What follows belongs to an exercise in optimizing a design on an open flow for small area and a short achievable clock period; a production flow would make more cautious choices. Only simulation tests tie the RTL to the original design; equivalence was not proved. Power is estimated from default activity; no workload was simulated.

north:
Design data_mem_responder, start of the top module:
module data_mem_responder (
    input  logic        clk,
    input  logic        reset,
    input  logic        req_valid,
    output logic        req_ready,
    input  logic        req_write,
    input  logic [1:0]  req_size,
    input  logic        req_signed,
    input  logic [7:0]  req_addr,
    input  logic [31:0] req_wdata,
    output logic        rsp_valid,
    input  logic        rsp_ready,
    output logic [31:0] rsp_rdata,
    output logic        rsp_err
);
Size in the first run: roughly 4200 cells after synthesis.
Settings: LEC_CHECK=0, CAP_MARGIN=20, CORE_MARGIN=2, CORE_UTILIZATION=55, CTS_CLUSTER_DIAMETER=90, CTS_CLUSTER_SIZE=25, PLACE_DENSITY=0.7, SETUP_SLACK_MARGIN=3.4, SLEW_MARGIN=20, SYNTH_HIERARCHICAL=1; clock period 5.5 ns.
standard.sh (not shown) runs the stock make flow with config.mk's settings and CLKGATE_MAP_FILE= SYNTH_SCRIPT=/design/flow/synth_recipe.tcl, a recipe that flattens the netlist after the stock synthesis.
==> flow/flow/run.sh <==
#!/bin/bash
# Own layout flow: the standard flow (standard.sh, which runs the standard
# synthesis unchanged) with these changes:
#  - pre_floorplan.tcl, run right after the synthesized netlist is loaded, sets
#    the single-gate modules' cells (memory write ports, load taps) back to drive
#    strength 1; Yosys/ABC upsizes each such module as if it were critical.
#    Timing repair later upsizes any that need it.
#  - the buffers ABC inserted are removed at floorplan (REMOVE_ABC_BUFFERS);
#    repair_design buffers high-fanout nets again as placement requires.
#  - port buffers are plain buffers (buf_2) instead of the delay cell that
#    buffer_ports otherwise picks.
#  - io.tcl puts all pins on the top edge (IO_CONSTRAINTS).
# The make output goes to orfs_make.log here; each ORFS step logs under orfs/logs.
set -euo pipefail
here=$(pwd)
bash standard.sh finish \
  PRE_FLOORPLAN_TCL="$here/flow/pre_floorplan.tcl" \
  REMOVE_ABC_BUFFERS=1 \
  IO_CONSTRAINTS="$here/flow/io.tcl" \
  "BUFFER_PORTS_ARGS=-buffer_cell sky130_fd_sc_hd__buf_2" \
  > "$here/orfs_make.log" 2>&1
==> flow/flow/io.tcl <==
# Pin constraints (sourced by ORFS floorplan.tcl through IO_CONSTRAINTS): all
# ports on the top edge, so the request latch, the response registers and the
# control sit together near their pins instead of in the middle of the die.
set_io_pin_constraint -pin_names [concat [get_ports req_*] [get_ports rsp_*] [get_ports reset] [get_ports clk]] -region top:*
==> flow/flow/pre_floorplan.tcl <==
# Runs inside ORFS floorplan.tcl right after the synthesized netlist is loaded.
# Yosys/ABC maps each single-gate module on its own and upsizes it as if it were
# critical; put those gates (the memory write ports and load taps) back to drive
# strength 1. Timing repair later upsizes any that need it.
set db [ord::get_db]
set block [ord::get_db_block]
set n 0
foreach inst [$block getInsts] {
  set m [[$inst getMaster] getName]
  if { [regexp {^(sky130_fd_sc_hd__(o22ai|a22oi))_[248]$} $m -> base] } {
    set small [$db findMaster ${base}_1]
    if { $small != "NULL" } {
      $inst swapMaster $small
      incr n
    }
  }
}
puts "pre_floorplan: set $n cells to drive strength 1"
north reached the end of the flow, and the finished layout is clean on the timing, DRC and antenna checks.
Relative to north, the following input files were edited for south:
- a change of CTS_CLUSTER_SIZE from 25 to 30
- a deleted PLACE_DENSITY that had been 0.7
- a change of CTS_CLUSTER_DIAMETER from 90 to 80
## What came out
- Via count of the first global-routing pass: south vs north down 2.1%
- Highest attainable clock frequency, north and south: larger value in south
- Between north and south, the flow reports iteration-0 DRC count of the detailed router decreasing by more than 10%.
- north reports its category of the most critical setup path as input pin to flip-flop while south reports flip-flop to flip-flop.
- The later-pin clock latency in the skew report of south and that of north are within noise of each other.
- In south the total chip power turned out 1.5% lower than in north.
- Min part of the cycle the worst path needs across north and south: south
- Looking only at non-clock buffer count, and setting everything else aside, the higher value of north and south goes to south.
- Relative max-transition margin for south: 1.5 points down relative to north
- [diff] worst path setup slack after routing, south relative to north: improvement
- south -> north: cell count flat
For east, these inputs were changed with respect to south:
- changing CORE_UTILIZATION from 55 to 58
==> comparison <==
- Min number of signal-net buffers in the layout across east and south: south
- Diff south -> east: average wire per standard cell now sits higher, core utilization increased 3.6 points.
- As far as synthesized cell count goes, east and south are indistinguishable; the numbers are identical.
- Against south, timing-limited maximum frequency in east came out worse.
- east vs south: final area up slightly
- east vs south, cell internal power dissipation went up by 0.53%.
- Total number of vias was higher in east than in south.
- Between east and south, the area occupied by multi-input gates does not differ in any meaningful way.
- east: PASS, flow complete, no timing, DRC or antenna violations
- The final cell count on east is in line with that on south.
Modified inputs, west compared to east
- a change of CTS_CLUSTER_DIAMETER from 80 to 90
- a change of CORE_UTILIZATION from 58 to 55
- a change of CTS_CLUSTER_SIZE from 30 to 25
- a change of SETUP_SLACK_MARGIN from 3.4 to 3.2
==> flow/run.sh (new file) <==
#!/bin/bash
# synth_recipe.tcl (not shown) runs the flow's synth.tcl, then flattens the netlist and writes it again
# the make line also repeats each setting of config.mk as NAME=value (left out here)
make -C /OpenROAD-flow-scripts/flow DESIGN_CONFIG=/design/flow/config.mk WORK_HOME=/design/flow/orfs CLKGATE_MAP_FILE= SYNTH_SCRIPT=/design/flow/synth_recipe.tcl finish
removed: flow/flow/run.sh
removed: flow/flow/io.tcl
removed: flow/flow/pre_floorplan.tcl
removed: flow/standard.sh
Notes after the runs:
west did not stop at any stage, and its layout met the timing, DRC and antenna checks. Clock-buffer cell count: lower on east. Reported for west and east, setup-violating endpoint count in the final report turned out identical to the last digit. Wire length of the first global-routing pass of west exceeds that of east by a few percent. From east to west, residual DRC count did not move at all. Against east, west reports a power density relative to cell area that is lower.

-- port drivers added, routing unchanged --
Ports are ideal in the flow. The routed layouts listed here were re-timed in OpenROAD. Step 1 assumes that a clkbuf_16 drives the clock port and a buf_2 every other input. Step 2, shift: input delay + t, output delay - t, t = (earliest + latest rising clock arrival at the registers) / 2. This alone moves slack from input paths to output paths. Slacks: ideal ports / drivers / drivers and shift; pairs: ideal ports / drivers.
| run | t, ns | setup WS [ns] | hold slack, ns | clock arrival spread, ns | worst slew at a driven data input, ns |
|---|---|---|---|---|---|
| north | 0.765 | 3.227 / 3.180 / 2.512 | 0.307 / 0.307 / 0.307 | 0.046 / 0.046 | 0.12 |
| south | 0.759 | 3.250 / 3.181 / 2.573 | 0.321 / 0.321 / 0.321 | 0.030 / 0.030 | 0.12 |
| east | 0.777 | 3.236 / 3.160 / 2.561 | 0.320 / 0.320 / 0.320 | 0.028 / 0.028 | 0.12 |
| west | 0.791 | 3.143 / 3.069 / 2.484 | 0.313 / 0.313 / 0.313 | 0.036 / 0.036 | 0.05 |
After both steps setup and hold are still met in every run listed. The setup slack of north, which loses most, moves by -0.047 ns with the drivers and by -0.715 ns with both steps.
